Background: an optimization exercise with open tools, aiming at small area and a short achievable clock period. Do not read the settings as production practice. Where RTL was checked, it was by simulation tests only, not by an equivalence proof against the original. No functional check of the RTL was part of runs 1 to 4. Power figures rest on the tool's default switching activity, not on a simulated workload.

[flow/design.v]
package brf_pkg;
  localparam int STORE_DEPTH_DEF = 256;
  localparam int DATA_W          = 8;
  localparam int CNT_W           = 11;
  localparam int CNT_MAX         = (2 ** CNT_W) - 1;
  localparam logic [1:0] KIND_WRITE  = 2'd0;
  localparam logic [1:0] KIND_READ   = 2'd1;
  localparam logic [1:0] KIND_FLUSH  = 2'd2;
  localparam logic [1:0] KIND_REWIND = 2'd3;
endpackage
module brf_aoi222 (
  input  logic a0, s0, a1, s1, a2, s2,
  output logic y_n
);
  assign y_n = ~((a0 & s0) | (a1 & s1) | (a2 & s2));
endmodule
module brf_rowhit (
  input  logic [5:0] y_n,
  input  logic       row,
  output logic       hit_n
);
  assign hit_n = ~(row & ~(&y_n));
endmodule
import brf_pkg::*;
module byte_ring_fifo_with_rewind_top (
  input  logic        clk,
  input  logic        rst_n,
  input  logic        in_valid,
  output logic        in_stall,
  input  logic [21:0] in_req,
  output logic        out_valid,
  input  logic        out_stall,
  output logic [41:0] out_rsp,
  input  logic        cfg_valid,
  output logic        cfg_ready,
  input  logic [10:0] cfg_data
);
  logic [1:0]  kind;
  logic [7:0]  data_in;
  logic [10:0] rc;
  logic        last;
  assign kind    = in_req[21:20];
  assign data_in = in_req[19:12];
  assign rc      = in_req[11:1];
  assign last    = in_req[0];
  logic [8:0]  depth_r;
  logic [7:0]  rp_r, wp_r;
  logic [8:0]  held_r;
  logic [8:0]  free_r;
  logic [10:0] bc_r;
  logic        clr_r;
  logic [7:0]  clr_cnt_r;
  logic        s1_valid_r, out_valid_r;
  logic        s1_rd_r;
  logic [15:0] s1_rhi_r, s1_rlo_r;
  logic        s1_acc_r;
  logic [8:0]  s1_fill_r;
  logic [10:0] s1_val_r;
  logic        s1_rw_r;
  logic [7:0]  o_data_r;
  logic        o_acc_r;
  logic [8:0]  o_fill_r;
  logic [10:0] o_bm_r;
  logic [8:0]  o_rew_r;
  logic        in_acc, s1_move;
  logic        is_w, is_r, is_f, is_rw;
  logic        full, empty;
  logic        w_ok, r_ok;
  logic [7:0]  rp_inc, wp_inc, rp_d;
  logic        rp_wrap, wp_wrap;
  logic        rc_big, rc_le_rp;
  logic [7:0]  rp_sub, rp_sub_d, rp_back;
  logic [8:0]  rew;
  logic [10:0] bc_inc, bc_mv;
  logic [7:0]  rp_nxt, wp_nxt;
  logic [8:0]  held_nxt, free_nxt;
  logic [10:0] bc_nxt;
  logic [8:0]  depth_cfg;
  assign cfg_ready = 1'b1;
  assign in_stall  = clr_r | (s1_valid_r & out_valid_r & out_stall);
  assign in_acc    = in_valid & ~in_stall;
  assign s1_move   = s1_valid_r & (~out_valid_r | ~out_stall);
  assign is_w  = (kind == KIND_WRITE);
  assign is_r  = (kind == KIND_READ);
  assign is_f  = (kind == KIND_FLUSH);
  assign is_rw = (kind == KIND_REWIND);
  assign full    = (free_r == 9'd0);
  assign empty   = (held_r == 9'd0);
  assign rp_wrap = ({1'b0, rp_r} == depth_r - 9'd1);
  assign wp_wrap = ({1'b0, wp_r} == depth_r - 9'd1);
  assign rp_inc  = rp_wrap ? 8'd0 : rp_r + 8'd1;
  assign wp_inc  = wp_wrap ? 8'd0 : wp_r + 8'd1;
  assign rp_d    = rp_r + depth_r[7:0];
  assign bc_inc  = (bc_r == 11'(CNT_MAX)) ? bc_r : bc_r + 11'd1;
  assign rc_big   = (rc > {2'b00, free_r});
  assign rc_le_rp = ({3'b000, rp_r} >= rc);
  assign rp_sub   = rp_r - rc[7:0];
  assign rp_sub_d = rp_d - rc[7:0];
  assign rp_back  = rc_big ? wp_r : (rc_le_rp ? rp_sub : rp_sub_d);
  assign rew      = rc_big ? free_r : rc[8:0];
  assign w_ok  = is_w & ~full;
  assign r_ok  = is_r & ~empty;
  assign bc_mv = (w_ok | r_ok) ? bc_inc : bc_r;
  always_comb begin
    rp_nxt   = rp_r;
    wp_nxt   = wp_r;
    held_nxt = held_r;
    free_nxt = free_r;
    bc_nxt   = bc_r;
    case (kind)
      KIND_WRITE: begin
        if (!full) begin
          wp_nxt   = wp_inc;
          held_nxt = held_r + 9'd1;
          free_nxt = free_r - 9'd1;
        end
        bc_nxt = last ? 11'd0 : bc_mv;
      end
      KIND_READ: begin
        if (!empty) begin
          rp_nxt   = rp_inc;
          held_nxt = held_r - 9'd1;
          free_nxt = free_r + 9'd1;
        end
        bc_nxt = last ? 11'd0 : bc_mv;
      end
      KIND_FLUSH: begin
        rp_nxt   = wp_r;
        held_nxt = 9'd0;
        free_nxt = depth_r;
      end
      default: begin
        rp_nxt   = rp_back;
        held_nxt = rc_big ? depth_r : held_r + rc[8:0];
        free_nxt = rc_big ? 9'd0 : free_r - rc[8:0];
      end
    endcase
  end
  assign depth_cfg = (cfg_data == 11'd0) ? 9'd1 :
                     (cfg_data > 11'd256) ? 9'd256 : cfg_data[8:0];
  always_ff @(posedge clk) begin
    if (!rst_n) begin
      depth_r <= 9'd256;
      rp_r    <= '0;
      wp_r    <= '0;
      held_r  <= '0;
      free_r  <= 9'd256;
      bc_r    <= '0;
    end else if (cfg_valid) begin
      depth_r <= depth_cfg;
      rp_r    <= '0;
      wp_r    <= '0;
      held_r  <= '0;
      free_r  <= depth_cfg;
      bc_r    <= '0;
    end else if (in_acc) begin
      rp_r    <= rp_nxt;
      wp_r    <= wp_nxt;
      held_r  <= held_nxt;
      free_r  <= free_nxt;
      bc_r    <= bc_nxt;
    end
  end
  always_ff @(posedge clk) begin
    if (!rst_n) begin
      clr_r     <= 1'b1;
      clr_cnt_r <= '0;
    end else if (clr_r) begin
      clr_cnt_r <= clr_cnt_r + 8'd1;
      if (clr_cnt_r == 8'd255) begin
        clr_r <= 1'b0;
      end
    end
  end
  always_ff @(posedge clk) begin
    if (!rst_n) begin
      s1_valid_r  <= 1'b0;
      out_valid_r <= 1'b0;
    end else begin
      if (in_acc) begin
        s1_valid_r <= 1'b1;
      end else if (s1_move) begin
        s1_valid_r <= 1'b0;
      end
      if (s1_move) begin
        out_valid_r <= 1'b1;
      end else if (!out_stall) begin
        out_valid_r <= 1'b0;
      end
    end
  end
  always_ff @(posedge clk) begin
    if (in_acc) begin
      s1_rd_r   <= r_ok;
      s1_rhi_r  <= r_ok ? rhi : 16'd0;
      s1_rlo_r  <= rlo;
      s1_acc_r  <= w_ok | r_ok | is_f | is_rw;
      s1_fill_r <= held_nxt;
      s1_val_r  <= is_rw ? {2'b00, rew} : (((is_w | is_r) & last) ? bc_mv : 11'd0);
      s1_rw_r   <= is_rw;
    end
    if (s1_move) begin
      o_data_r <= rd_raw ^ {8{ph_r & s1_rd_r}};
      o_acc_r  <= s1_acc_r;
      o_fill_r <= s1_fill_r;
      o_bm_r   <= s1_rw_r ? 11'd0 : s1_val_r;
      o_rew_r  <= s1_rw_r ? s1_val_r[8:0] : 9'd0;
    end
  end
  assign out_valid = out_valid_r;
  assign out_rsp   = {o_data_r, o_acc_r, 2'b00, o_fill_r, o_bm_r, 2'b00, o_rew_r};
  logic [7:0]   mem [256];
  logic         ph_r;
  logic         st_we;
  logic [7:0]   st_wa, st_wd;
  assign st_we = clr_r | (in_acc & w_ok);
  assign st_wa = clr_r ? clr_cnt_r : wp_r;
  assign st_wd = clr_r ? 8'd0 : data_in;
  logic [2:0]   pend_r;
  logic [7:0]   w1_addr_r;
  logic [7:0]   w1_z_r;
  always_ff @(posedge clk) begin
    if (!rst_n) ph_r <= 1'b0;
    else        ph_r <= ~ph_r;
  end
  logic [2:0]   new_g;
  logic [6:0]   gaddr [3];
  logic [7:0]   z [3];
  function automatic logic [1:0] grp(input logic [7:0] a);
    grp = a[0] ? 2'd2 : ((a[7:1] == 7'd0) ? 2'd0 : 2'd1);
  endfunction
  always_comb begin
    for (int g = 0; g < 3; g++) begin
      new_g[g]  = st_we & (grp(st_wa) == 2'(g));
      gaddr[g]  = pend_r[g] ? w1_addr_r[7:1] : st_wa[7:1];
      z[g]      = ({8{new_g[g]}} & (st_wd ^ {8{ph_r}}))
                | ({8{pend_r[g]}} & w1_z_r);
    end
  end
  always_ff @(posedge clk) begin
    pend_r    <= new_g;
    w1_addr_r <= st_wa;
    w1_z_r    <= ~(st_wd ^ {8{ph_r}});
  end
  logic [255:0] wsel;
  always_comb begin
    for (int i = 0; i < 256; i++) begin
      if (i == 0)          wsel[i] = 1'b1;
      else if (i % 2 == 0) wsel[i] = (gaddr[1] == 7'(i / 2));
      else                 wsel[i] = (gaddr[2] == 7'(i / 2));
    end
  end
  for (genvar i = 0; i < 256; i++) begin : g_ent
    localparam int G = (i == 0) ? 0 : ((i % 2 == 0) ? 1 : 2);
    always_ff @(posedge clk) begin
      mem[i] <= ~(mem[i] | ({8{wsel[i]}} & z[G]));
    end
  end
  logic [7:0]   rd_raw;
  logic [15:0]  rhi, rlo;
  logic [15:0]  hit_n [8];
  always_comb begin
    for (int i = 0; i < 16; i++) begin
      rhi[i] = (rp_r[7:4] == 4'(i));
      rlo[i] = (rp_r[3:0] == 4'(i));
    end
  end
  for (genvar b = 0; b < 8; b++) begin : g_bit
    for (genvar r = 0; r < 16; r++) begin : g_row
      logic [5:0] y_n;
      for (genvar k = 0; k < 5; k++) begin : g_grp
        brf_aoi222 u_aoi (
          .a0 (mem[16*r+3*k][b]),   .s0 (s1_rlo_r[3*k]),
          .a1 (mem[16*r+3*k+1][b]), .s1 (s1_rlo_r[3*k+1]),
          .a2 (mem[16*r+3*k+2][b]), .s2 (s1_rlo_r[3*k+2]),
          .y_n (y_n[k])
        );
      end
      assign y_n[5] = ~(mem[16*r+15][b] & s1_rlo_r[15]);
      brf_rowhit u_hit (.y_n(y_n), .row(s1_rhi_r[r]), .hit_n(hit_n[b][r]));
    end
    assign rd_raw[b] = ~(&hit_n[b]);
  end
endmodule
[flow/run.sh]
#!/bin/bash
# synth_recipe.tcl (not shown) runs the flow's synth.tcl, then flattens the netlist and writes it again
# the make line also repeats each setting of config.mk as NAME=value (left out here)
make -C /OpenROAD-flow-scripts/flow DESIGN_CONFIG=/design/flow/config.mk WORK_HOME=/design/flow/orfs CLKGATE_MAP_FILE= SYNTH_SCRIPT=/design/flow/synth_recipe.tcl finish
[flow/config.mk]
export PLATFORM = sky130hd
export DESIGN_NAME = byte_ring_fifo_with_rewind_top
export DESIGN_NICKNAME = byte_ring_fifo_with_rewind_top
export VERILOG_FILES = /design/flow/design.v
export SDC_FILE = /design/flow/constraint.sdc
export NUM_CORES = 4
export LEC_CHECK = 0
export ABC_CLOCK_PERIOD_IN_PS = 3000
export CAP_MARGIN = 20
export CORE_MARGIN = 2
export CORE_UTILIZATION = 50
export CTS_BUF_LIST = sky130_fd_sc_hd__clkbuf_8
export CTS_CLUSTER_DIAMETER = 50
export CTS_CLUSTER_SIZE = 16
export SETUP_SLACK_MARGIN = 3.0
export SLEW_MARGIN = 20
export SYNTH_HIERARCHICAL = 1
[flow/constraint.sdc]
create_clock -name core_clock -period 6.3 [get_ports {clk}]
set_input_delay 1.2600 -clock core_clock [delete_from_list [all_inputs] [get_ports {clk}]]
set_output_delay 1.2600 -clock core_clock [all_outputs]
set_load 0.01 [all_outputs]
==> results of run 1 <==
[per-module statistics from Yosys (local to each module, per instance)]
module / area, sq um / cells
byte_ring_fifo_with_rewind_top: 66100 / 6088
brf_aoi222: 10.0 / 1
brf_rowhit: 15.0 / 3
[state kept, by name, indices dropped and copies added (netlist names), 8 cells and up]
register   cells
s1_rhi_r      16
s1_rlo_r      16
o_rew_r        9
o_data_r       8
clr_cnt_r      8
w1_z_r         8
s1_val_r      11
mem         2048
free_r         9
rp_r           8
wp_r           8
depth_r        9
bc_r          11
o_fill_r       9
held_r         9
s1_fill_r      9
o_bm_r        11
[Yosys cell counts, types with 19 or more instances]
| master | number | share of area |
|---|---|---|
| a21oi_1 | 2102 | 0.14 |
| a222oi_1 | 640 | 0.086 |
| a31oi_1 | 23 | 0.0019 |
| and2_1 | 20 | 0.0017 |
| and3_1 | 22 | 0.0018 |
| buf_2 | 136 | 0.0091 |
| buf_6 | 30 | 0.0045 |
| clkbuf_1 | 135 | 0.0068 |
| dfxtp_1 | 2132 | 0.57 |
| edfxtp_1 | 93 | 0.038 |
| ha_1 | 61 | 0.010 |
| inv_1 | 82 | 0.0041 |
| mux2_2 | 19 | 0.0029 |
| mux2i_1 | 22 | 0.0030 |
| nand2_1 | 412 | 0.021 |
| nand3_1 | 31 | 0.0021 |
| nand4_1 | 178 | 0.015 |
| nor2_1 | 343 | 0.017 |
| nor2_2 | 21 | 0.0018 |
| nor2b_1 | 32 | 0.0027 |
| nor3_1 | 36 | 0.0024 |
| nor4_1 | 21 | 0.0018 |
| o21ai_0 | 56 | 0.0038 |
| o21ai_1 | 132 | 0.0089 |
| or3_1 | 24 | 0.0020 |
| xnor2_1 | 56 | 0.0066 |
| xor2_1 | 33 | 0.0039 |
[worst paths after layout]
path | startpoint | end | cells after the start
min | mem[249][5] | mem[249][5] | 1
max reg2reg | s1_rlo_r[12] | o_data_r[4] | 8
min reg2reg | mem[249][5] | mem[249][5] | 1
max | s1_rlo_r[12] | o_data_r[4] | 8
[metrics by stage]
step / total power [uW] / utilization
6_report: 25200 / 0.573
5_1_grt: 25800 / 0.573
4_1_cts: 25100 / 0.563
3_5_place_dp: 16400 / 0.526
3_3_place_gp: 16300 / 0.526
2_1_floorplan: 15700 / -
[cells by family after synthesis]
family | synth area share
simple gates | 0.0724
mux | 0.00583
buf+inv | 0.0264
fa+ha+maj | 0.0132
xor+xnor | 0.0111
other cells | 0.000101
compound gates | 0.260
flops | 0.611
[cell type report]
type / instances / area [sq um] / area share
diodes: 7 / 17.5 / 0.000207
clock buffers: 204 / 2810 / 0.0331
clock inverters: 99 / 1140 / 0.0135
multi-input cells: 4484 / 28200 / 0.333
inverters: 87 / 377 / 0.00445
well taps: 1930 / 2410 / 0.0285
repair buffers: 339 / 4270 / 0.0504
flip-flops and latches: 2225 / 45500 / 0.537
[layer usage]
metal / up-vias / part of all wire
met5: - / 0.000070
met1: 31100 / 0.39
met3: 757 / 0.12
met4: 4 / 0.053
met2: 4018 / 0.43
li1: 27700 / -
[what timing repair did]
action                      CTS  global route
hold endpoints to repair      0             0
setup buffers                46            50
setup endpoints to repair  2108          1530
gates resized for setup     264           142
gates cloned                  5            21
pin swaps                    38            50
hold buffers                  0             0
[power breakdown]
group	switching, uW	internal, uW
clock	5040	3810
combinational	1360	529
sequential	125	14300
==> metrics.md, run 1 <==
| Metric | Value |
|---|---|
| CP Buf/Inv Count | 2 |
| DP Wirelength | 168000 um |
| Outcome | timing/DRC/antenna clean |
| Critical path's slowest cell | edfxtp_1 |
| Worst-path clk slew | 0.10 ns |
| Yosys cell types | 85 |
| Detail Route Antenna Nets | 0 |
| First drt pass iteration count | 14 |
| Post-synth top flop | dfxtp_1 |
| Delay-heaviest family, CP | simple AND/OR/NAND/NOR gates |
| R2r setup slk | 2.83 ns |
| Arrival time at the worst endpoint | 4.23 ns |
| Setup TNS Final | 0 ns |
| FMAX | 288 MHz |
| Final hold viol count | 0 |
| Avg Cell Area, Syn | 10.5 sq um |
| Vias in the first global route | 60000 |
| Area of placed instances | 77800 sq um |
| Warnings from Yosys | 14 |
| FF+latch count, synth | 2225 |
| Clock period minus worst slack | 3.47 ns |
| Critical Path Source Type | register |
| Inserted Clock Buffers | 184 |
| Crit Path Max Fanout | 7 |
| CP Class | register to register |
| Most frequent cells in the layout | 2126 x dfxtp_1, 2093 x a21oi_1, 640 x a222oi_1 |
| Post-route cell area | 84700 sq um |
| Total GRT Usage | 0.349 |
| Fillers | 12700 |
| GRT busiest layer | met2 |
| Routed wire length per instance | 30.6 um |
| Commonest non-fill, non-tap cell in the layout | dfxtp_1 |
| I/O pin count | 83 |
| Via density | 6.78 |
| Worst hold path class | register to register |
| Non-filler instance count after layout | 9375 |
| DR vias | 63600 |
| First-pass GRT wire length | 401000 um |
| Final WL | 287000 um |
| Pin count of the biggest net entering global routing | 129 |
| Post-Route Skew | 0.0770 ns |
| EDFF count, synth | 93 |
| DRC | 0 |
| Crit path cell chain | buf_6, buf_12, a222oi_1, nand4_1, o21ai_1, nand4_1, nor4_4, xor2_4 |
| GPL Wtd Cong | 0.928 |
| CP peak stage delay | 0.55 ns |
| Core area | 148000 sq um |
| Clock Root Buffer | clkbuf_8 |
| Die area | 152000 sq um |
| Max Slew Vio Count | 0 |
| Critical Path End Type | register |
| WHS | 0.409 ns |
| Ys async rst share | 0 |
| H-tree depth | 4 |
| Worst slew margin | 0.182 |
| CTS tree | built |
| Most frequent CP cell | nand4_1 |
| Clock latency (worst-skew pair) | 1.01 ns |
| WP data required | 7.05 ns |
| Sink Count | 2225 |
| RSZ-0062 raised after global routing | yes |
| # port buffers | 77 |
| Die Width | 390 um |
| Met3 Track Usage GR | 0.0779 |
| Initial core utilization | 0.504 |
| Final net count | 7431 |
| Leak | 0.0313 uW |
| Netlist area before placement | 74400 sq um |
| Grt ovf | 0 |
| GRT met2 Usage | 0.526 |
| Row count | 141 |
| Area growth syn-to-layout | 13.8% |
| Layout cell share with drive strength beyond 1 | 0.121 |
| Sequential element share of the synthesized area | 0.611 |
| Met1 usage | 0.474 |
| Antenna violations before repair | 9 |
| Pwr Density | 297 nW/um^2 |
| DRT iter0 DRCs | 11000 |
| Actual slew at the worst max-slew pin | 1.22 ns |
| Setup slack at placement | 1.14 ns |
| Placed cell count | 8943 |
| Clk buf depth | 3 |
| Max_cap viols | 0 |
| Die Y | 390 um |
| IR drop worst, VDD | 0.231 mV |
| # setup viols final | 0 |
| Cells after Synth | 7112 |
| Tcrit/Tclk final | 0.551 |
| Post-layout worst setup margin | 2.83 ns |
==> run 2, diff against run 1 <==
--- a/flow/config.mk
+++ b/flow/config.mk
@@ -13,5 +13,5 @@
 export CTS_CLUSTER_DIAMETER = 50
 export CTS_CLUSTER_SIZE = 16
-export SETUP_SLACK_MARGIN = 3.0
+export SETUP_SLACK_MARGIN = 2.6
 export SLEW_MARGIN = 20
 export SYNTH_HIERARCHICAL = 1
==> run 2 against run 1 <==
Net effect: largest power group unchanged; sequential power about the same; critical path type is now input port to primary output; first-iteration DRC count shrank 5.9%; clock-buffer cell count unchanged; maximum frequency down 12%; design area decreased by 2.5%; worst hold slack about the same; sequential share of layout area up 1.4 points; synthesized area stayed put.
==> metrics.md, run 2 <==
| Metric | Value |
|---|---|
| Post-synth top flop | dfxtp_1 (unchanged) |
| Final hold viol count | 0 (unchanged) |
| Hold buffer count at CTS | 0 (unchanged) |
| Actual slew at the worst max-slew pin | 1.31 ns (was 1.22 ns) |
| Max_cap viols | 0 (unchanged) |
| Area growth syn-to-layout | 10.9% (was 13.8%) |
| Outcome | timing/DRC/antenna clean (unchanged) |
| Regs by FF count | mem (2048), s1_rhi_r (16), s1_rlo_r (16) (unchanged) |
| Ranking of synthesized cells by area | dfxtp_1 57%, a21oi_1 14%, a222oi_1 8.6% (unchanged) |
| WP data required | 5.04 ns (was 7.05 ns) |
| DRT iter0 DRCs | 10400 (was 11000) |
| Worst slew margin | 0.122 (was 0.182) |
| Synth area leader | dfxtp_1 (unchanged) |
| FMAX | 254 MHz (was 288 MHz) |
| Ys async rst share | 0 (unchanged) |
| Largest family of logic cells by synthesized area | compound AO/OA/AOI/OAI gates (unchanged) |
| CP Class | input port to primary output (was register to register) |
| Clock Root Buffer | clkbuf_8 (unchanged) |
| IR drop worst, VDD | 0.222 mV (was 0.231 mV) |
| Clk buf depth | 3 (unchanged) |
| CTS tree | built (unchanged) |
| Arrival time at the worst endpoint | 2.68 ns (was 4.23 ns) |
| Max reg flops | 2048 (unchanged) |
| Avg Cell Area, Syn | 10.5 sq um (unchanged) |
| First drt pass iteration count | 14 (unchanged) |
| Critical Path Source Type | input port (was register) |
| Core area | 148000 sq um (unchanged) |
| Post-Synth Adder-Cell Area | 0.0132 (unchanged) |
| Cells after Synth | 7112 (unchanged) |
| Pwr Density | 305 nW/um^2 (was 297 nW/um^2) |
| Total GRT Usage | 0.346 (was 0.349) |
| Top reg by flops | mem (unchanged) |
| Final WL | 276000 um (was 287000 um) |
| Layout cell share with drive strength beyond 1 | 0.100 (was 0.121) |
| Clock latency (worst-skew pair) | 0.97 ns (was 1.01 ns) |
| # port buffers | 77 (unchanged) |
| Sequential element share of the synthesized area | 0.611 (unchanged) |
| Sink Count | 2225 (unchanged) |
| Top-count cell post-synth | dfxtp_1 (unchanged) |
| Pin count of the biggest net entering global routing | 111 (was 129) |
| Netlist area before placement | 74400 sq um (unchanged) |
| Mux cell area share after synthesis | 0.00583 (unchanged) |
| Routed wire length per instance | 29.8 um (was 30.6 um) |
| Worst-path clk slew | 0.09 ns (was 0.10 ns) |
| FF+latch count, synth | 2225 (unchanged) |
| Most frequent cells after synthesis | 2132 x dfxtp_1, 2102 x a21oi_1, 640 x a222oi_1 (unchanged) |
| DR vias | 62600 (was 63600) |
| # setup viols final | 0 (unchanged) |
| Final net count | 7305 (was 7431) |
| Clock period minus worst slack | 3.94 ns (was 3.47 ns) |
| Synth Area in Compound Gates | 0.260 (unchanged) |
| Worst hold path class | register to register (unchanged) |
| Detail Route Antenna Nets | 0 (unchanged) |
| Setup TNS Final | 0 ns (unchanged) |
| Critical Path End Type | primary output (was register) |
| Vias in the first global route | 59200 (was 60000) |
| Warnings from Yosys | 14 (unchanged) |
| Tcrit/Tclk final | 0.625 (was 0.551) |
| Fillers | 12900 (was 12700) |
| DRC | 0 (unchanged) |
| Die Width | 390 um (unchanged) |
| Commonest non-fill, non-tap cell in the layout | dfxtp_1 (unchanged) |
| Grt ovf | 0 (unchanged) |
| Placed cell count | 8916 (was 8943) |
| Xor/xnor share of the synthesized area | 0.0111 (unchanged) |
| I/O pin count | 83 (unchanged) |
| Die area | 152000 sq um (unchanged) |
| Post-Route Skew | 0.0610 ns (was 0.0770 ns) |
| RSZ-0062 raised after global routing | yes (unchanged) |
| H-tree depth | 4 (unchanged) |
| Max Slew Vio Count | 0 (unchanged) |
| Initial core utilization | 0.504 (unchanged) |
| GPL Wtd Cong | 0.911 (was 0.928) |
| Via density | 6.77 (was 6.78) |
| Non-filler instance count after layout | 9249 (was 9375) |
| Inserted Clock Buffers | 185 (was 184) |
| First-pass GRT wire length | 396000 um (was 401000 um) |
| Most frequent cells in the layout | 2131 x dfxtp_1, 2102 x a21oi_1, 640 x a222oi_1 (was 2126 x dfxtp_1, 2093 x a21oi_1, 640 x a222oi_1) |
| Row count | 141 (unchanged) |
| DP Wirelength | 165000 um (was 168000 um) |
| Die Y | 390 um (unchanged) |
| Post-synth top area share | 0.573 (unchanged) |
| Simple-gate share of the synthesized area | 0.0724 (unchanged) |
| Antenna violations before repair | 5 (was 9) |
| Yosys cell types | 85 (unchanged) |
| EDFF count, synth | 93 (unchanged) |
| Leak | 0.0304 uW (was 0.0313 uW) |
| Crit Path Max Fanout | 4 (was 7) |
[run 2: cell count changes in the layout (fill, tap and decap cells not counted), sizes merged, moves of 6 or more]
cell           change
buf              -110
clkbuf            -16
clkdlybuf4s50     +10
clkinvlp           -6
dlygate4sd2        -8
inv               +12
[run 2: cell families after synthesis]
group,after synthesis
xor gates and xnor gates,91
adders and majority gates,72
DFF,2225
other,2
and+or+nand+nor,1169
muxes,41
AOI/OAI and AO/OA,3106
buffers and inverters,406
[run 2: worst paths after layout]
kind                             startpoint           to  slack (ns)  cells after the start
worst max-delay path              out_stall     in_stall        2.36                      4
worst min-delay path            mem[207][5]  mem[207][5]        0.41                      1
worst max register to register        clr_r  mem[139][4]        2.42                      6
worst min register to register  mem[207][5]  mem[207][5]        0.41                      1
[run 2: power breakdown]
group / leakage [uW] / internal (uW) / total, uW / switching, uW
clock: 0.00208 / 3900 / 8950 / 5050
sequential: 0.0203 / 14300 / 14500 / 126
combinational: 0.00801 / 468 / 1800 / 1330
total: 0.0304 / 18700 / 25200 / 6510
[run 2: per-stage QoR]
step	setup WS, ns	instance area, sq um	util	power (uW)	hold WS [ns]
global route	2.30	82600	0.559	25800	0.419
floorplan	2.61	74500	-	15700	0.388
CTS	2.27	82100	0.555	25100	0.411
finish	2.36	82600	0.559	25200	0.409
global placement	1.39	77500	0.524	16400	0.396
detailed placement	1.31	77600	0.525	16400	0.399
[run 2: routing by layer]
| metal | wire [um] | track usage | vias up | part of all wire |
|---|---|---|---|---|
| met5 | 0 | 0 | - | 0 |
| met4 | 12200 | 0.152 | 0 | 0.044 |
| met3 | 32400 | 0.0852 | 617 | 0.12 |
| met2 | 118000 | 0.511 | 3909 | 0.43 |
| met1 | 113000 | 0.481 | 30700 | 0.41 |
| li1 | - | - | 27500 | - |
[run 2: worst max-delay path: stages]
cell,delay [ns]
clkdlybuf4s50_1,0.50
a31oi_1,0.35
inv_1,0.08
clkdlybuf4s50_1,0.49
[run 2: Yosys stat by module, one instance, submodules excluded]
module / cells / copies in the design
byte_ring_fifo_with_rewind_top: 6088 / 1
brf_rowhit: 3 / 128
brf_aoi222: 1 / 640
[run 2: cell type report]
| cell class | count | area (sq um) | area share |
|---|---|---|---|
| Antenna cell | 3 | 7.51 | 0.0000909 |
| Clock buffer | 204 | 2810 | 0.0340 |
| Clock inverter | 104 | 1200 | 0.0145 |
| Inverter | 87 | 329 | 0.00398 |
| Multi-Input combinational cell | 4484 | 27700 | 0.336 |
| Sequential cell | 2225 | 45500 | 0.551 |
| Tap cell | 1930 | 2410 | 0.0292 |
| Timing Repair Buffer | 212 | 2590 | 0.0314 |
[run 2: timing repair]
action	4_1_cts	5_1_grt
pin swaps	2	4
setup endpoints to repair	960	1346
cloned	2	3
buffers inserted	11	6
resized for setup	110	129
==> run 3, diff against run 2 <==
--- a/flow/design.v
+++ b/flow/design.v
@@ -218,5 +218,4 @@
   assign st_wd = clr_r ? 8'd0 : data_in;
   logic [2:0]   pend_r;
-  logic [7:0]   w1_addr_r;
   logic [7:0]   w1_z_r;
   always_ff @(posedge clk) begin
@@ -225,6 +224,12 @@
   end
   logic [2:0]   new_g;
-  logic [6:0]   gaddr [3];
+  logic [6:0]   gaddr_r [1:2];
   logic [7:0]   z [3];
+  logic [7:0]   wp_d, cnt_d, wa_d;
+  logic         clr_d;
+  assign wp_d  = !rst_n ? 8'd0 : cfg_valid ? 8'd0 : in_acc ? wp_nxt : wp_r;
+  assign clr_d = !rst_n | (clr_r & (clr_cnt_r != 8'd255));
+  assign cnt_d = !rst_n ? 8'd0 : clr_r ? clr_cnt_r + 8'd1 : clr_cnt_r;
+  assign wa_d  = clr_d ? cnt_d : wp_d;
   function automatic logic [1:0] grp(input logic [7:0] a);
     grp = a[0] ? 2'd2 : ((a[7:1] == 7'd0) ? 2'd0 : 2'd1);
@@ -233,5 +238,4 @@
     for (int g = 0; g < 3; g++) begin
       new_g[g]  = st_we & (grp(st_wa) == 2'(g));
-      gaddr[g]  = pend_r[g] ? w1_addr_r[7:1] : st_wa[7:1];
       z[g]      = ({8{new_g[g]}} & (st_wd ^ {8{ph_r}}))
                 | ({8{pend_r[g]}} & w1_z_r);
@@ -240,6 +244,8 @@
   always_ff @(posedge clk) begin
     pend_r    <= new_g;
-    w1_addr_r <= st_wa;
     w1_z_r    <= ~(st_wd ^ {8{ph_r}});
+    for (int g = 1; g < 3; g++) begin
+      gaddr_r[g] <= new_g[g] ? st_wa[7:1] : wa_d[7:1];
+    end
   end
   logic [255:0] wsel;
@@ -247,6 +253,6 @@
     for (int i = 0; i < 256; i++) begin
       if (i == 0)          wsel[i] = 1'b1;
-      else if (i % 2 == 0) wsel[i] = (gaddr[1] == 7'(i / 2));
-      else                 wsel[i] = (gaddr[2] == 7'(i / 2));
+      else if (i % 2 == 0) wsel[i] = (gaddr_r[1] == 7'(i / 2));
+      else                 wsel[i] = (gaddr_r[2] == 7'(i / 2));
     end
   end
--- a/flow/config.mk
+++ b/flow/config.mk
@@ -13,5 +13,5 @@
 export CTS_CLUSTER_DIAMETER = 50
 export CTS_CLUSTER_SIZE = 16
-export SETUP_SLACK_MARGIN = 2.6
+export SETUP_SLACK_MARGIN = 3.0
 export SLEW_MARGIN = 20
 export SYNTH_HIERARCHICAL = 1
==> run 3 against run 2 <==
Net effect: non-clock buffer count is 60 higher; register-to-register slack better by 0.33 ns; largest cell class unchanged; synthesized cell count is 0.44% higher; global-route usage is 1.1 points higher; clock-buffer cell count is 3 lower; first-iteration DRC count is 6.9% higher; worst hold slack hardly changed; final cell count is 0.91% higher; die area hardly changed.
==> metrics.md, run 3 <==
| Metric | Value |
|---|---|
| First-pass GRT wire length | 407000 um (was 396000 um) |
| Warnings from Yosys | 14 (unchanged) |
| Ranking of synthesized cells by area | dfxtp_1 58%, a21oi_1 14%, a222oi_1 8.6% (was dfxtp_1 57%, a21oi_1 14%, a222oi_1 8.6%) |
| Ys async rst share | 0 (unchanged) |
| GPL Wtd Cong | 0.929 (was 0.911) |
| Hold path depth | 1 (unchanged) |
| Row count | 141 (unchanged) |
| Sink Count | 2232 (was 2225) |
| EDFF count, synth | 93 (unchanged) |
| First drt pass iteration count | 14 (unchanged) |
| H-tree depth | 4 (unchanged) |
| Hold buffer count at CTS | 0 (unchanged) |
| Final net count | 7380 (was 7305) |
| Placed cell count | 8919 (was 8916) |
| Top reg by flops | mem (unchanged) |
| Worst hold path class | register to register (unchanged) |
| Avg Cell Area, Syn | 10.4 sq um (was 10.5 sq um) |
| Pwr Density | 304 nW/um^2 (was 305 nW/um^2) |
| Final hold viol count | 0 (unchanged) |
| Non-filler instance count after layout | 9333 (was 9249) |
| Die area | 152000 sq um (about the same) |
| I/O pin count | 83 (unchanged) |
| Clock period minus worst slack | 3.55 ns (was 3.94 ns) |
| Area growth syn-to-layout | 12.6% (was 10.9%) |
| Max Slew Vio Count | 0 (unchanged) |
| Antenna violations before repair | 12 (was 5) |
| Clk buf depth | 3 (unchanged) |
| CTS tree | built (unchanged) |
| Hold path endpoint | mem[5][3] (was mem[207][5]) |
| Synth area leader | dfxtp_1 (unchanged) |
| Worst Reg2Reg Path Length in Cells | 8 (was 6) |
| WHS | 0.409 ns (about the same) |
| Inserted Clock Buffers | 184 (was 185) |
| Actual slew at the worst max-slew pin | 1.39 ns (was 1.31 ns) |
| Pin count of the biggest net entering global routing | 129 (was 111) |
| Regs by FF count | mem (2048), s1_rhi_r (16), s1_rlo_r (16) (unchanged) |
| Worst R2R End | o_data_r[4] (was mem[139][4]) |
| Grt ovf | 0 (unchanged) |
| Outcome | timing/DRC/antenna clean (unchanged) |
| Post-Route Skew | 0.0606 ns (was 0.0610 ns) |
| CP Class | register to register (was input port to primary output) |
| Sequential element share of the synthesized area | 0.613 (was 0.611) |
| WP data required | 7.06 ns (was 5.04 ns) |
| # setup viols final | 0 (unchanged) |
| Post-synth top area share | 0.576 (was 0.573) |
| IR drop worst, VDD | 0.221 mV (was 0.222 mV) |
| Commonest non-fill, non-tap cell in the layout | dfxtp_1 (unchanged) |
| DR vias | 64700 (was 62600) |
| Most frequent cells in the layout | 2134 x dfxtp_1, 2098 x a21oi_1, 640 x a222oi_1 (was 2131 x dfxtp_1, 2102 x a21oi_1, 640 x a222oi_1) |
| Initial core utilization | 0.504 (about the same) |
| FMAX | 281 MHz (was 254 MHz) |
| DRC | 0 (unchanged) |
| Vias in the first global route | 59400 (was 59200) |
| Max reg flops | 2048 (unchanged) |
| Footprint of the multi-input gates | 27800 sq um (was 27700 sq um) |
| Reg2reg start | s1_rlo_r[1] (was clr_r) |
| FF+latch count, synth | 2232 (was 2225) |
| Layout cell share with drive strength beyond 1 | 0.0821 (was 0.100) |
| Tcrit/Tclk final | 0.564 (was 0.625) |
| Fillers | 12800 (was 12900) |
| R2r setup slk | 2.75 ns (was 2.42 ns) |
| DP Wirelength | 163000 um (was 165000 um) |
| Crit Path Max Fanout | 56 (was 4) |
| Setup TNS Final | 0 ns (unchanged) |
| Die Y | 390 um (about the same) |
| Clock latency (worst-skew pair) | 1.00 ns (was 0.97 ns) |
| Max_cap viols | 0 (unchanged) |
| DRT iter0 DRCs | 11100 (was 10400) |
| Total GRT Usage | 0.358 (was 0.346) |
| Post-synth top flop | dfxtp_1 (unchanged) |
| Yosys cell types | 84 (was 85) |
| Die Width | 390 um (about the same) |
| Via density | 6.93 (was 6.77) |
| Worst slew margin | 0.0738 (was 0.122) |
| Leak | 0.0310 uW (was 0.0304 uW) |
| Arrival time at the worst endpoint | 4.31 ns (was 2.68 ns) |
| Core area | 148000 sq um (about the same) |
| Critical Path End Type | register (was primary output) |
| Detail Route Antenna Nets | 0 (unchanged) |
| # port buffers | 77 (unchanged) |
| Seq. cell area | 45600 sq um (was 45500 sq um) |
| Final WL | 301000 um (was 276000 um) |
| Critical Path Source Type | register (was input port) |
| Netlist area before placement | 74400 sq um (about the same) |
| Routed wire length per instance | 32.2 um (was 29.8 um) |
| Worst-path clk slew | 0.10 ns (was 0.09 ns) |
| Clock Root Buffer | clkbuf_8 (unchanged) |
| Min-delay src | mem[5][3] (was mem[207][5]) |
| Cells after Synth | 7143 (was 7112) |
| RSZ-0062 raised after global routing | yes (unchanged) |
| Most frequent cells after synthesis | 2139 x dfxtp_1, 2104 x a21oi_1, 640 x a222oi_1 (was 2132 x dfxtp_1, 2102 x a21oi_1, 640 x a222oi_1) |
| Top-count cell post-synth | dfxtp_1 (unchanged) |
run 3: report_power, final:
part           switching [uW]  leakage [uW]  internal [uW]  total (uW)
registers                 129        0.0203          14400       14500
logic                    1630       0.00864            628        2260
clock network            5060       0.00205           3600        8660
run 3: how the worst max path moves through the flow:
stage                            from     endpoint  slack (ns)  cells after the start
after floorplan             in_req[2]      rp_r[7]        2.90                     10
after global placement      in_req[3]      rp_r[5]        1.32                     10
after detailed placement    in_req[3]      rp_r[5]        1.27                     10
after CTS                  in_req[20]  mem[112][4]        2.94                     12
after global routing      s1_rlo_r[1]  o_data_r[4]        2.89                      8
final                     s1_rlo_r[1]  o_data_r[4]        2.75                      8
run 3: modules after synthesis, one instance, submodules excluded:
module	cells inside	cell area [sq um]	times used
brf_aoi222	1	10.0	640
brf_rowhit	3	15.0	128
byte_ring_fifo_with_rewind_top	6119	66000	1
run 3: cell type report:
class / count / share of cell area
Antenna cell: 12 / 0.000358
Clock buffer: 201 / 0.0330
Clock inverter: 106 / 0.0124
Inverter: 82 / 0.00411
Multi-Input combinational cell: 4498 / 0.331
Sequential cell: 2232 / 0.545
Tap cell: 1930 / 0.0288
Timing Repair Buffer: 272 / 0.0452
run 3: per-stage QoR:
stage / setup WS, ns / utilization / area (sq um) / power [uW]
after floorplan: 2.90 / - / 74700 / 15700
after CTS: 2.94 / 0.559 / 82500 / 25000
after global placement: 1.32 / 0.526 / 77700 / 16400
after detailed placement: 1.27 / 0.527 / 77800 / 16400
after global routing: 2.89 / 0.567 / 83700 / 26000
final: 2.75 / 0.567 / 83800 / 25400
run 3: metal layers:
metal  vias to the layer above  GRT usage  part of all wire  routed length [um]
met1                     31600      0.481              0.38              115000
met4                         8      0.163             0.060               18000
li1                      27700          -                 -                   -
met5                         -          0           0.00018                  55
met2                      4494      0.544              0.43              128000
met3                       908     0.0872              0.13               39000
run 3: timing repair:
action | CTS | global route
pin swaps | 26 | 44
buffers inserted | 21 | 28
resized for setup | 68 | 124
cloned | 12 | 32
endpoints found under the setup margin | 2082 | 1820
run 3: critical path, cell delays in order (launching register included):
cell and delay (ns):
edfxtp_1 0.52, buf_4 0.26, buf_12 0.19, a222oi_1 0.51
nand4_1 0.21, o21ai_2 0.24, nand4_1 0.52, nor4_2 0.41
xor2_1 0.36
run 3: cells by family after synthesis:
| logic type | count (synthesis) | synth area share |
|---|---|---|
| AOI/OAI and AO/OA | 3120 | 0.261 |
| DFF | 2232 | 0.613 |
| and+or+nand+nor | 1178 | 0.0739 |
| buffers and inverters | 418 | 0.0231 |
| xor gates and xnor gates | 90 | 0.0108 |
| adders and majority gates | 72 | 0.0132 |
| muxes | 31 | 0.00424 |
| other | 2 | 0.000101 |
==> run 4, diff against run 3 <==
--- a/flow/design.v
+++ b/flow/design.v
@@ -58,5 +58,6 @@
   logic [10:0] s1_val_r;
   logic        s1_rw_r;
-  logic [7:0]  o_data_r;
+  logic [7:0]  o_raw_r;
+  logic        o_inv_r;
   logic        o_acc_r;
   logic [8:0]  o_fill_r;
@@ -201,5 +202,6 @@
     end
     if (s1_move) begin
-      o_data_r <= rd_raw ^ {8{ph_r & s1_rd_r}};
+      o_raw_r  <= rd_raw;
+      o_inv_r  <= ph_r & s1_rd_r;
       o_acc_r  <= s1_acc_r;
       o_fill_r <= s1_fill_r;
@@ -209,5 +211,6 @@
   end
   assign out_valid = out_valid_r;
-  assign out_rsp   = {o_data_r, o_acc_r, 2'b00, o_fill_r, o_bm_r, 2'b00, o_rew_r};
+  assign out_rsp   = {o_raw_r ^ {8{o_inv_r}}, o_acc_r, 2'b00, o_fill_r, o_bm_r,
+                      2'b00, o_rew_r};
   logic [7:0]   mem [256];
   logic         ph_r;
==> run 4 against run 3 <==
Net effect: still clean; critical path depth down 2; via count shrank 0.31%; clock power rose by 0.9%; worst setup slack better by 0.12 ns; non-clock buffer count rose by 13; largest cell class unchanged; sequential share of layout area is 0.28 points higher; design area down 0.44%; synthesized cell count about the same; clock-buffer cell count up 12; utilization down 0.39 points.
==> metrics.md, run 4 <==
| Metric | Value |
|---|---|
| Core area | 148000 sq um (about the same) |
| GPL Wtd Cong | 0.915 (was 0.929) |
| DP Wirelength | 156000 um (was 163000 um) |
| Final WL | 299000 um (was 301000 um) |
| Most frequent cells after synthesis | 2139 x dfxtp_1, 2103 x a21oi_1, 640 x a222oi_1 (was 2139 x dfxtp_1, 2104 x a21oi_1, 640 x a222oi_1) |
| IR drop worst, VDD | 0.209 mV (was 0.221 mV) |
| RSZ-0062 raised after global routing | no (was yes) |
| Initial core utilization | 0.504 (about the same) |
| Cells after Synth | 7139 (was 7143) |
| Avg Cell Area, Syn | 10.4 sq um (about the same) |
| Final net count | 7384 (was 7380) |
| Layout cell share with drive strength beyond 1 | 0.0864 (was 0.0821) |
| Inserted Clock Buffers | 185 (was 184) |
| Netlist area before placement | 74600 sq um (was 74400 sq um) |
| DRT iter0 DRCs | 12400 (was 11100) |
| Worst R2R End | o_raw_r[6] (was o_data_r[4]) |
| I/O pin count | 83 (unchanged) |
| Commonest non-fill, non-tap cell in the layout | dfxtp_1 (unchanged) |
| Outcome | timing/DRC/antenna clean (unchanged) |
| Arrival time at the worst endpoint | 4.16 ns (was 4.31 ns) |
| Worst hold path class | register to register (unchanged) |
| First-pass GRT wire length | 400000 um (was 407000 um) |
| Reg2reg start | s1_rlo_r[9] (was s1_rlo_r[1]) |
| PnR Total Power | 25400 uW (about the same) |
| Final hold viol count | 0 (unchanged) |
| Top-count cell post-synth | dfxtp_1 (unchanged) |
| Worst slew margin | 0.127 (was 0.0738) |
| Hold path endpoint | mem[255][7] (was mem[5][3]) |
| # port buffers | 77 (unchanged) |
| Sequential element share of the synthesized area | 0.612 (was 0.613) |
| CTS tree | built (unchanged) |
| Crit path cell chain | buf_12, a222oi_1, nand2_1, o21ai_1, nand4_1, or4_1 (was buf_4, buf_12, a222oi_1, nand4_1, o21ai_2, nand4_1, nor4_2, xor2_1) |
| Setup TNS Final | 0 ns (unchanged) |
| Delay-heaviest family, CP | simple AND/OR/NAND/NOR gates (unchanged) |
| Clock Root Buffer | clkbuf_8 (unchanged) |
| Ys async rst share | 0 (unchanged) |
| Grt ovf | 0 (unchanged) |
| # setup viols final | 0 (unchanged) |
| Post-layout worst setup margin | 2.86 ns (was 2.75 ns) |
| First drt pass iteration count | 15 (was 14) |
| Clock latency (worst-skew pair) | 1.00 ns (about the same) |
| Detail Route Antenna Nets | 0 (unchanged) |
| Crit Path Max Fanout | 125 (was 56) |
| Ranking of synthesized cells by area | dfxtp_1 57%, a21oi_1 14%, a222oi_1 8.6% (was dfxtp_1 58%, a21oi_1 14%, a222oi_1 8.6%) |
| DR vias | 64500 (was 64700) |
| Die Width | 390 um (about the same) |
| DRC | 0 (unchanged) |
| Max Slew Vio Count | 0 (unchanged) |
| Routed wire length per instance | 32.0 um (was 32.2 um) |
| Row count | 141 (unchanged) |
| Die Y | 390 um (about the same) |
| Via density | 6.91 (was 6.93) |
| Max_cap viols | 0 (unchanged) |
| FMAX | 291 MHz (was 281 MHz) |
| Warnings from Yosys | 14 (unchanged) |
| Area of placed instances | 77700 sq um (was 77800 sq um) |
| CP Buf/Inv Count | 1 (was 2) |
| Total GRT Usage | 0.349 (was 0.358) |
| Top reg by flops | mem (unchanged) |
| WP data required | 7.02 ns (was 7.06 ns) |
| Post-synth top flop | dfxtp_1 (unchanged) |
| Worst Reg2Reg Path Length in Cells | 6 (was 8) |
| Hold path depth | 1 (unchanged) |
| CP Class | register to register (unchanged) |
| Post-Route Skew | 0.0650 ns (was 0.0606 ns) |
| CP peak stage delay | 0.69 ns (was 0.52 ns) |
| Area growth syn-to-layout | 11.8% (was 12.6%) |
| Pwr Density | 304 nW/um^2 (about the same) |
| Critical path's slowest cell | or4_1 (was edfxtp_1) |
| Actual slew at the worst max-slew pin | 1.31 ns (was 1.39 ns) |
| Most frequent cells in the layout | 2131 x dfxtp_1, 2101 x a21oi_1, 640 x a222oi_1 (was 2134 x dfxtp_1, 2098 x a21oi_1, 640 x a222oi_1) |
| Leak | 0.0311 uW (was 0.0310 uW) |
| Yosys cell types | 90 (was 84) |
| Pin count of the biggest net entering global routing | 129 (unchanged) |
| H-tree depth | 4 (unchanged) |
| Die area | 152000 sq um (about the same) |
| Min-delay src | mem[255][7] (was mem[5][3]) |
| R2r setup slk | 2.86 ns (was 2.75 ns) |
| Clk buf depth | 3 (unchanged) |
| FF+latch count, synth | 2233 (was 2232) |
| Critical Path End Type | register (unchanged) |
| Worst-path clk slew | 0.10 ns (about the same) |
| Sink Count | 2233 (was 2232) |
| Clock period minus worst slack | 3.44 ns (was 3.55 ns) |
| Critical Path Stages | 6 (was 8) |
| Synth area leader | dfxtp_1 (unchanged) |
| Fillers | 12900 (was 12800) |
| Post-route cell area | 83400 sq um (was 83800 sq um) |
| EDFF count, synth | 94 (was 93) |
| Setup slack at placement | 1.48 ns (was 1.27 ns) |
| Critical Path Source Type | register (unchanged) |
| Max reg flops | 2048 (unchanged) |
| Regs by FF count | mem (2048), s1_rhi_r (16), s1_rlo_r (16) (unchanged) |
| Post-synth top area share | 0.574 (was 0.576) |
| Tcrit/Tclk final | 0.545 (was 0.564) |
| Vias in the first global route | 58900 (was 59400) |
| Antenna violations before repair | 28 (was 12) |
==> run 4: cell types whose count changed after synthesis, moves of 9 or more <==
cell,previous run,this run
clkbuf_1,238,215
buf_4,9,25
a31o_2,3,12
nor2_1,355,346
xnor2_1,52,42
o311ai_1,9,0
==> run 4: cell families (layout without fill, tap and decap cells) <==
family / Yosys count / count (layout) / synth area share
flip-flops: 2233 / 2233 / 0.612
adder cells (fa/ha/maj): 72 / 72 / 0.0132
buffers and inverters: 430 / 682 / 0.0250
AO/OA/AOI/OAI: 3133 / 3135 / 0.262
multiplexers: 33 / 33 / 0.00451
other: 2 / 16 / 0.000101
XOR/XNOR: 83 / 83 / 0.0107
AND/OR/NAND/NOR: 1153 / 1153 / 0.0726
==> run 4: repair_timing <==
item                       4_1_cts  5_1_grt
cloned                          15       24
pin swaps                       15       21
setup buffers                   33       40
setup endpoints to repair     1960     1774
hold buffers                     0        0
gates resized for setup         73       89
==> run 4: cell type report <==
| class | instances | area, sq um | area share |
|---|---|---|---|
| clock buffer | 213 | 2930 | 0.0352 |
| antenna | 11 | 27.5 | 0.000330 |
| timing repair buffer | 285 | 3570 | 0.0428 |
| clock inverter | 96 | 960 | 0.0115 |
| sequential | 2233 | 45700 | 0.547 |
| tap | 1930 | 2410 | 0.0290 |
| inverter | 88 | 347 | 0.00416 |
| multi-input combinational | 4481 | 27500 | 0.330 |
==> run 4: power breakdown <==
part           total [uW]  internal, uW  switching (uW)
sequential          14500         14400             136
clock                8740          3640            5100
combinational        2070           572            1500
==> run 4: worst max path at each step <==
stage | startpoint | end | slack (ns)
detailed placement | in_req[20] | mem[49][7] | 1.48
CTS | clr_r | in_stall | 2.67
floorplan | in_req[21] | free_r[7] | 2.95
global route | s1_rlo_r[2] | o_raw_r[6] | 2.99
global placement | out_stall | gaddr_r[2][5] | 1.54
finish | s1_rlo_r[9] | o_raw_r[6] | 2.86
==> run 4: per-module statistics from Yosys (local to each module, per instance) <==
module,cells,copies in the design
brf_aoi222,1,640
byte_ring_fifo_with_rewind_top,6115,1
brf_rowhit,3,128
==> run 4: per-stage QoR <==
step           hold WS (ns)  instances   util
5_1_grt               0.418       9327  0.563
3_3_place_gp          0.395       8904  0.525
3_5_place_dp          0.399       8905  0.525
6_report              0.410       9337  0.563
2_1_floorplan         0.388       7142      -
4_1_cts               0.411       9262  0.557
==> run 4: per-layer routing <==
metal,global-route usage,share of wire,vias up
met5,0,0.00082,-
met4,0.165,0.055,27
met3,0.0907,0.13,812
met2,0.519,0.43,4376
met1,0.475,0.39,31600
li1,-,-,27700
==> run 5, diff against run 4 <==
--- a/flow/design.v
+++ b/flow/design.v
@@ -53,5 +53,6 @@
   logic        s1_valid_r, out_valid_r;
   logic        s1_rd_r;
-  logic [15:0] s1_rhi_r, s1_rlo_r;
+  logic [7:0]  s1_rhi_r;
+  logic [15:0] s1_rlo_r [2];
   logic        s1_acc_r;
   logic [8:0]  s1_fill_r;
@@ -194,6 +195,7 @@
     if (in_acc) begin
       s1_rd_r   <= r_ok;
-      s1_rhi_r  <= r_ok ? rhi : 16'd0;
-      s1_rlo_r  <= rlo;
+      s1_rhi_r     <= rhi[7:0] | rhi[15:8];
+      s1_rlo_r[0]  <= (r_ok & ~rp_r[7]) ? rlo : 16'd0;
+      s1_rlo_r[1]  <= (r_ok & rp_r[7]) ? rlo : 16'd0;
       s1_acc_r  <= w_ok | r_ok | is_f | is_rw;
       s1_fill_r <= held_nxt;
@@ -280,12 +282,12 @@
       for (genvar k = 0; k < 5; k++) begin : g_grp
         brf_aoi222 u_aoi (
-          .a0 (mem[16*r+3*k][b]),   .s0 (s1_rlo_r[3*k]),
-          .a1 (mem[16*r+3*k+1][b]), .s1 (s1_rlo_r[3*k+1]),
-          .a2 (mem[16*r+3*k+2][b]), .s2 (s1_rlo_r[3*k+2]),
+          .a0 (mem[16*r+3*k][b]),   .s0 (s1_rlo_r[r/8][3*k]),
+          .a1 (mem[16*r+3*k+1][b]), .s1 (s1_rlo_r[r/8][3*k+1]),
+          .a2 (mem[16*r+3*k+2][b]), .s2 (s1_rlo_r[r/8][3*k+2]),
           .y_n (y_n[k])
         );
       end
-      assign y_n[5] = ~(mem[16*r+15][b] & s1_rlo_r[15]);
-      brf_rowhit u_hit (.y_n(y_n), .row(s1_rhi_r[r]), .hit_n(hit_n[b][r]));
+      assign y_n[5] = ~(mem[16*r+15][b] & s1_rlo_r[r/8][15]);
+      brf_rowhit u_hit (.y_n(y_n), .row(s1_rhi_r[r%8]), .hit_n(hit_n[b][r]));
     end
     assign rd_raw[b] = ~(&hit_n[b]);
--- a/flow/config.mk
+++ b/flow/config.mk
@@ -13,5 +13,5 @@
 export CTS_CLUSTER_DIAMETER = 50
 export CTS_CLUSTER_SIZE = 16
-export SETUP_SLACK_MARGIN = 3.0
+export SETUP_SLACK_MARGIN = 3.4
 export SLEW_MARGIN = 20
 export SYNTH_HIERARCHICAL = 1
==> run 5 against run 4 <==
Net effect: first-iteration DRC count shrank 14%; combinational power grew 71%; utilization grew 2.0 points; via count shrank 0.31%; still clean; design area grew 4.3%; maximum frequency grew 1.9%; sequential power grew 8%.
==> metrics.md, run 5 <==
| Metric | Value |
|---|---|
| Hold buffer count at CTS | 0 (unchanged) |
| Reg power frac | 0.556 (was 0.574) |
| Initial core utilization | 0.502 (was 0.504) |
| Worst slew margin | 0.0467 (was 0.127) |
| Min-delay src | mem[111][1] (was mem[255][7]) |
| Max reg flops | 2048 (unchanged) |
| Met3 Track Usage GR | 0.0796 (was 0.0907) |
| Inserted Clock Buffers | 188 (was 185) |
| Regs by FF count | mem (2048), s1_rlo_r (32), gaddr_r (14) (was mem (2048), s1_rhi_r (16), s1_rlo_r (16)) |
| Max_cap viols | 0 (unchanged) |
| Synth area leader | dfxtp_1 (unchanged) |
| R2r setup slk | 3.08 ns (was 2.86 ns) |
| GRT busiest layer | met2 (unchanged) |
| # setup viols final | 0 (unchanged) |
| Sink Count | 2241 (was 2233) |
| CP peak stage delay | 0.43 ns (was 0.69 ns) |
| Hold path depth | 1 (unchanged) |
| IR drop worst, VDD | 0.281 mV (was 0.209 mV) |
| Leak | 0.0320 uW (was 0.0311 uW) |
| Int Power | 20200 uW (was 18600 uW) |
| Final WL | 291000 um (was 299000 um) |
| Core area | 149000 sq um (was 148000 sq um) |
| Critical Path Source Type | register (unchanged) |
| DP Wirelength | 165000 um (was 156000 um) |
| Cells after Synth | 7158 (was 7139) |
| Warnings from Yosys | 16 (was 14) |
| Clock latency (worst-skew pair) | 0.98 ns (was 1.00 ns) |
| Total GRT Usage | 0.359 (was 0.349) |
| Clock period minus worst slack | 3.37 ns (was 3.44 ns) |
| Ys async rst share | 0 (unchanged) |
| DRC | 0 (unchanged) |
| Detail Route Antenna Nets | 0 (unchanged) |
| Top reg by flops | mem (unchanged) |
| Layout cell share with drive strength beyond 1 | 0.156 (was 0.0864) |
| Worst-path clk slew | 0.10 ns (about the same) |
| Critical Path End Type | primary output (was register) |
| Crit Path Max Fanout | 5 (was 125) |
| NetSw | 8100 uW (was 6740 uW) |
| RSZ-0062 raised after global routing | yes (was no) |
| Commonest non-fill, non-tap cell in the layout | dfxtp_1 (unchanged) |
| Clock Root Buffer | clkbuf_8 (unchanged) |
| Tcrit/Tclk final | 0.535 (was 0.545) |
| # port buffers | 77 (unchanged) |
| Top-count cell post-synth | dfxtp_1 (unchanged) |
| Vias in the first global route | 60500 (was 58900) |
| Crit path launch | o_inv_r (was s1_rlo_r[9]) |
| Outcome | timing/DRC/antenna clean (unchanged) |
| Pwr Density | 325 nW/um^2 (was 304 nW/um^2) |
| Routed wire length per instance | 30.7 um (was 32.0 um) |
| Max Slew Vio Count | 0 (unchanged) |
| Post-synth top flop | dfxtp_1 (unchanged) |
| DRT iter0 DRCs | 10700 (was 12400) |
| Row count | 142 (was 141) |
| First-pass GRT wire length | 411000 um (was 400000 um) |
| Avg Cell Area, Syn | 10.5 sq um (was 10.4 sq um) |
| Netlist area before placement | 74900 sq um (was 74600 sq um) |
| Clock network power share | 0.319 (was 0.345) |
| Final hold viol count | 0 (unchanged) |
| First drt pass iteration count | 14 (was 15) |
| Die Width | 391 um (was 390 um) |
| Hold path endpoint | mem[111][1] (was mem[255][7]) |
| Sw Ratio | 0.286 (was 0.266) |
| Ranking of synthesized cells by area | dfxtp_1 57%, a21oi_1 14%, a222oi_1 8.6% (unchanged) |
| Met1 usage | 0.494 (was 0.475) |
| Area of placed instances | 79600 sq um (was 77700 sq um) |
| Worst R2R End | o_raw_r[1] (was o_raw_r[6]) |
| Yosys cell types | 91 (was 90) |
| Most frequent cells after synthesis | 2139 x dfxtp_1, 2073 x a21oi_1, 640 x a222oi_1 (was 2139 x dfxtp_1, 2103 x a21oi_1, 640 x a222oi_1) |
| Reg2reg start | s1_rlo_r[0][14] (was s1_rlo_r[9]) |
| Final net count | 7487 (was 7384) |
| Die area | 153000 sq um (was 152000 sq um) |
| CP Class | register to primary output (was register to register) |
| GRT met2 Usage | 0.536 (was 0.519) |
| FF+latch count, synth | 2241 (was 2233) |
| Worst hold path class | register to register (unchanged) |
| GPL Wtd Cong | 0.905 (was 0.915) |
| Combinational share of power | 0.125 (was 0.082) |
| H-tree depth | 4 (unchanged) |
| DR vias | 64300 (was 64500) |
| EDFF count, synth | 102 (was 94) |
| Post-Route Skew | 0.0648 ns (was 0.0650 ns) |
| FMAX | 297 MHz (was 291 MHz) |
| Worst Reg2Reg Path Length in Cells | 7 (was 6) |
| Antenna violations before repair | 7 (was 28) |
| Pin count of the biggest net entering global routing | 129 (unchanged) |
| Grt ovf | 0 (unchanged) |
| Clk buf depth | 3 (unchanged) |
| Actual slew at the worst max-slew pin | 1.43 ns (was 1.31 ns) |
| Most frequent cells in the layout | 2125 x dfxtp_1, 1754 x a21oi_1, 640 x a222oi_1 (was 2131 x dfxtp_1, 2101 x a21oi_1, 640 x a222oi_1) |
| CTS tree | built (unchanged) |
| Area growth syn-to-layout | 16.2% (was 11.8%) |
| Fillers | 12600 (was 12900) |
| I/O pin count | 83 (unchanged) |
| Sequential element share of the synthesized area | 0.613 (was 0.612) |
| Post-route cell area | 87000 sq um (was 83400 sq um) |
| Critical path's slowest cell | edfxtp_1 (was or4_1) |
| Setup TNS Final | 0 ns (unchanged) |
| Post-synth top area share | 0.572 (was 0.574) |
| Arrival time at the worst endpoint | 2.11 ns (was 4.16 ns) |
| Crit path cell chain | buf_12, buf_4, xor2_4, buf_6 (was buf_12, a222oi_1, nand2_1, o21ai_1, nand4_1, or4_1) |
| Via density | 6.80 (was 6.91) |
| Die Y | 391 um (was 390 um) |
| WP data required | 5.04 ns (was 7.02 ns) |
-- run 5: cell count changes in the layout (fill, tap and decap cells not counted), sizes merged, moves of 9 or more --
| cell | before | now |
|---|---|---|
| bufbuf | 4 | 13 |
| nand2 | 371 | 393 |
| clkdlybuf4s50 | 57 | 25 |
| clkbuf | 235 | 224 |
| nor2 | 347 | 387 |
| buf | 193 | 297 |
| clkdlybuf4s15 | 5 | 17 |
| a21oi | 2103 | 2073 |
-- run 5: cell families after synthesis --
| group | count (synthesis) | synth area share |
|---|---|---|
| buffers and inverters | 422 | 0.0254 |
| adder cells (fa/ha/maj) | 72 | 0.0131 |
| flip-flops | 2241 | 0.613 |
| other | 2 | 0.000100 |
| multiplexers | 33 | 0.00451 |
| AND/OR/NAND/NOR | 1191 | 0.0738 |
| AO/OA/AOI/OAI | 3116 | 0.261 |
| XOR/XNOR | 81 | 0.00966 |
-- run 5: layer usage --
layer  up-vias  routed length [um]
met4        14               15400
li1      27900                   -
met2      3898              125000
met3       728               34000
met5         -                 237
met1     31700              116000
-- run 5: cell type report --
cell class | instances | area, sq um | share of cell area
diodes | 5 | 12.5 | 0.000144
clock buffers | 214 | 2950 | 0.0338
clock inverters | 101 | 1140 | 0.0131
inverters | 83 | 362 | 0.00416
multi-input cells | 4498 | 29300 | 0.336
flip-flops and latches | 2241 | 45900 | 0.528
well taps | 1944 | 2430 | 0.0280
repair buffers | 364 | 4930 | 0.0566
repair inverters | 1 | 5.00 | 0.0000575
-- run 5: worst max path at each step --
stage                        endpoint  slack (ns)
after floorplan               rp_r[6]        3.04
after global placement    mem[118][4]        1.17
after detailed placement    held_r[3]        1.19
after CTS                 out_rsp[41]        2.91
after global routing      out_rsp[36]        2.89
final                     out_rsp[40]        2.93
-- run 5: per-stage QoR --
step	hold WS [ns]	util	power, uW	setup slack (ns)	cells
finish	0.410	0.583	28300	2.93	9451
detailed placement	0.399	0.534	19100	1.19	8982
floorplan	0.388	-	17800	3.04	7161
CTS	0.412	0.577	28000	2.91	9397
global route	0.418	0.583	29100	2.89	9447
global placement	0.396	0.533	19000	1.17	8979
-- run 5: worst max-delay path: cells and delay by family, from the launching register on --
family	cells	cell delay, ns
flops	1	0.43
buf+inv	3	0.49
xor+xnor	1	0.25
-- run 5: per-module statistics from Yosys (local to each module, per instance) --
module                          cells inside  area, sq um
byte_ring_fifo_with_rewind_top          6134        66500
brf_rowhit                                 3         15.0
brf_aoi222                                 1         10.0
-- run 5: power by group through the flow --
stage / registers (uW) / clock network [uW] / logic [uW]
after CTS: 15700 / 9070 / 3250
final: 15700 / 9010 / 3550
after global routing: 15800 / 9620 / 3630
after floorplan: 15900 / 0 / 1900
after detailed placement: 16000 / 0 / 3090
after global placement: 16000 / 0 / 3020
-- run 5: timing repair --
item / 4_1_cts / 5_1_grt
gates resized for setup: 401 / 126
pin swaps: 89 / 65
endpoints found under the setup margin: 2167 / 1162
hold endpoints to repair: 0 / 0
setup buffers: 70 / 34
cloned: 30 / 11
==> run 6, diff against run 5 <==
==> flow/flow/run.sh (new file) <==
#!/bin/bash
# Layout flow: the standard layout (standard.sh, ORFS from synthesis to
# the final layout), with the port buffers that ORFS inserts before global
# placement made plain buffers (buf_2) instead of the cell ORFS picks by
# default (a delay buffer). Everything else is the standard flow.
# make's full output goes to flow_make.log in the work folder.
set -euo pipefail
bash standard.sh "BUFFER_PORTS_ARGS=-buffer_cell sky130_fd_sc_hd__buf_2" finish > flow_make.log 2>&1
==> flow/standard.sh (new file) <==
#!/bin/bash
# synth_recipe.tcl (not shown) runs the flow's synth.tcl, then flattens the netlist and writes it again
# the make line also repeats each setting of config.mk as NAME=value (left out here)
make -C /OpenROAD-flow-scripts/flow DESIGN_CONFIG=/design/flow/config.mk WORK_HOME=/design/flow/orfs CLKGATE_MAP_FILE= SYNTH_SCRIPT=/design/flow/synth_recipe.tcl "${@:-finish}"
--- a/flow/config.mk
+++ b/flow/config.mk
@@ -13,5 +13,5 @@
 export CTS_CLUSTER_DIAMETER = 50
 export CTS_CLUSTER_SIZE = 16
-export SETUP_SLACK_MARGIN = 3.4
+export SETUP_SLACK_MARGIN = 3.0
 export SLEW_MARGIN = 20
 export SYNTH_HIERARCHICAL = 1
removed: flow/run.sh
==> run 6 against run 5 <==
Net effect: still clean; wire length decreased by 4.8%; final cell count is 1.4% lower; sequential share of layout area up 2.7 points; synthesized cell count unchanged; utilization fell by 2.9 points; clock power is 0.6% higher; via count fell by 1.9%; die area stayed put; synthesized area stayed put; design area is 4.9% lower; register-to-register slack worse by 0.16 ns; worst hold slack about the same; highest routed layer unchanged.
==> metrics.md, run 6 <==
| Metric | Value |
|---|---|
| Setup TNS Final | 0 ns (unchanged) |
| Worst-path clk slew | 0.10 ns (about the same) |
| Layout cell share with drive strength beyond 1 | 0.0840 (was 0.156) |
| Area of placed instances | 77400 sq um (was 79600 sq um) |
| Commonest non-fill, non-tap cell in the layout | dfxtp_1 (unchanged) |
| Setup slack at placement | 1.67 ns (was 1.19 ns) |
| WP data required | 7.01 ns (was 5.04 ns) |
| Most frequent cells in the layout | 2133 x dfxtp_1, 2072 x a21oi_1, 640 x a222oi_1 (was 2125 x dfxtp_1, 1754 x a21oi_1, 640 x a222oi_1) |
| Worst hold path class | register to register (unchanged) |
| Detail Route Antenna Nets | 0 (unchanged) |
| Top reg by flops | mem (unchanged) |
| Most frequent CP cell | nand4_1 |
| IR drop worst, VDD | 0.225 mV (was 0.281 mV) |
| DR vias | 63100 (was 64300) |
| First-pass GRT wire length | 396000 um (was 411000 um) |
| Row count | 142 (unchanged) |
| Post-synth top area share | 0.572 (unchanged) |
| Arrival time at the worst endpoint | 4.09 ns (was 2.11 ns) |
| Total GRT Usage | 0.345 (was 0.359) |
| Antenna violations before repair | 21 (was 7) |
| Routed wire length per instance | 29.7 um (was 30.7 um) |
| Clk buf depth | 3 (unchanged) |
| Ranking of synthesized cells by area | dfxtp_1 57%, a21oi_1 14%, a222oi_1 8.6% (unchanged) |
| Min-delay src | mem[242][6] (was mem[111][1]) |
| Post-Synth Adder-Cell Area | 0.0131 (unchanged) |
| RSZ-0062 raised after global routing | yes (unchanged) |
| Simple-gate share of the synthesized area | 0.0738 (unchanged) |
| Post-route cell area | 82700 sq um (was 87000 sq um) |
| Max_cap viols | 0 (unchanged) |
| CP Class | register to register (was register to primary output) |
| Actual slew at the worst max-slew pin | 1.24 ns (was 1.43 ns) |
| Top-count cell post-synth | dfxtp_1 (unchanged) |
| Grt ovf | 0 (unchanged) |
| Initial core utilization | 0.502 (unchanged) |
| Mux cell area share after synthesis | 0.00451 (unchanged) |
| Hold buffer count at CTS | 0 (unchanged) |
| Outcome | timing/DRC/antenna clean (unchanged) |
| Xor/xnor share of the synthesized area | 0.00966 (unchanged) |
| Clock Root Buffer | clkbuf_8 (unchanged) |
| Reg2reg start | s1_rlo_r[0][1] (was s1_rlo_r[0][14]) |
| Inserted Clock Buffers | 188 (unchanged) |
| Worst R2R End | o_raw_r[1] (unchanged) |
| Cells after Synth | 7158 (unchanged) |
| Post-synth top flop | dfxtp_1 (unchanged) |
| GPL Wtd Cong | 0.925 (was 0.905) |
| DP Wirelength | 166000 um (was 165000 um) |
| Clock latency (worst-skew pair) | 1.00 ns (was 0.98 ns) |
| Clock period minus worst slack | 3.38 ns (was 3.37 ns) |
| Die area | 153000 sq um (unchanged) |
==> run 6: cell counts after synthesis <==
No cell type changed its count.
==> run 6: cells by family (layout without fill, tap and decap cells) <==
family          Yosys count  after routing
buf+inv                 422            624
flops                  2241           2241
fa+ha+maj                72             72
xor+xnor                 81             81
mux                      33             33
compound gates         3116           3118
simple gates           1191           1191
other cells               2             13
==> run 6: modules after synthesis (local to each module, per instance) <==
module | cell area (sq um) | copies in the design | flip-flops and latches | cells
brf_rowhit | 15.0 | 128 | 0 | 3
brf_aoi222 | 10.0 | 640 | 0 | 1
byte_ring_fifo_with_rewind_top | 66500 | 1 | 2241 | 6134
==> run 6: cell type report <==
cell class | count | area, sq um | area share
repair buffers | 228 | 2430 | 0.0294
clock inverters | 105 | 1250 | 0.0151
diodes | 8 | 20.0 | 0.000242
inverters | 83 | 314 | 0.00380
flip-flops and latches | 2241 | 45900 | 0.555
well taps | 1944 | 2430 | 0.0294
multi-input cells | 4500 | 27500 | 0.333
clock buffers | 208 | 2860 | 0.0346
==> run 6: worst max path at each step <==
stage                          from           to  slack (ns)  cells past startpoint
global route        s1_rlo_r[0][12]   o_raw_r[3]        2.94                      6
floorplan                 in_req[2]  s1_val_r[8]        3.00                     10
detailed placement       in_req[20]  mem[208][2]        1.67                     10
global placement         in_req[20]  mem[164][0]        1.72                     11
finish               s1_rlo_r[0][1]   o_raw_r[1]        2.92                      7
CTS                  s1_rlo_r[0][5]   o_raw_r[3]        2.93                      6
==> run 6: stage by stage <==
step,hold WS [ns],std cells,utilization
final,0.410,9317,0.554
after global routing,0.418,9312,0.554
after CTS,0.411,9280,0.551
after detailed placement,0.399,8944,0.518
after global placement,0.396,8943,0.518
after floorplan,0.388,7161,-
==> run 6: metal layers <==
layer,routed length [um],vias up,GRT usage
met5,99,-,0
met3,31700,579,0.0704
met2,118000,3981,0.511
li1,-,27700,-
met4,13700,14,0.164
met1,113000,30800,0.482
==> run 6: report_power, final <==
group          switching [uW]  leakage (uW)  total (uW)  internal (uW)
sequential                538        0.0203       15700          15200
clock                    5120       0.00213        9060           3940
combinational            2240       0.00812        3150            904
==> run 6: worst max-delay path, delay by kind of cell, from the launching register on <==
family	cells	cell delay, ns
AO/OA/AOI/OAI	2	0.76
buffers and inverters	2	0.37
flip-flops	1	0.45
AND/OR/NAND/NOR	3	1.51
==> run 6: what timing repair did <==
action,CTS,global route
pin swaps,13,29
gates resized for setup,64,45
cloned,8,10
endpoints found under the hold margin,0,0
buffers inserted,15,18
endpoints found under the setup margin,1886,201

Setup slack of run 6, layout unchanged: 2.919 ns with ideal ports, 2.919 ns with driving cells assumed (clock clkbuf_16, inputs buf_2), 2.089 ns with port delays also shifted by the 1.046 ns mid clock arrival.
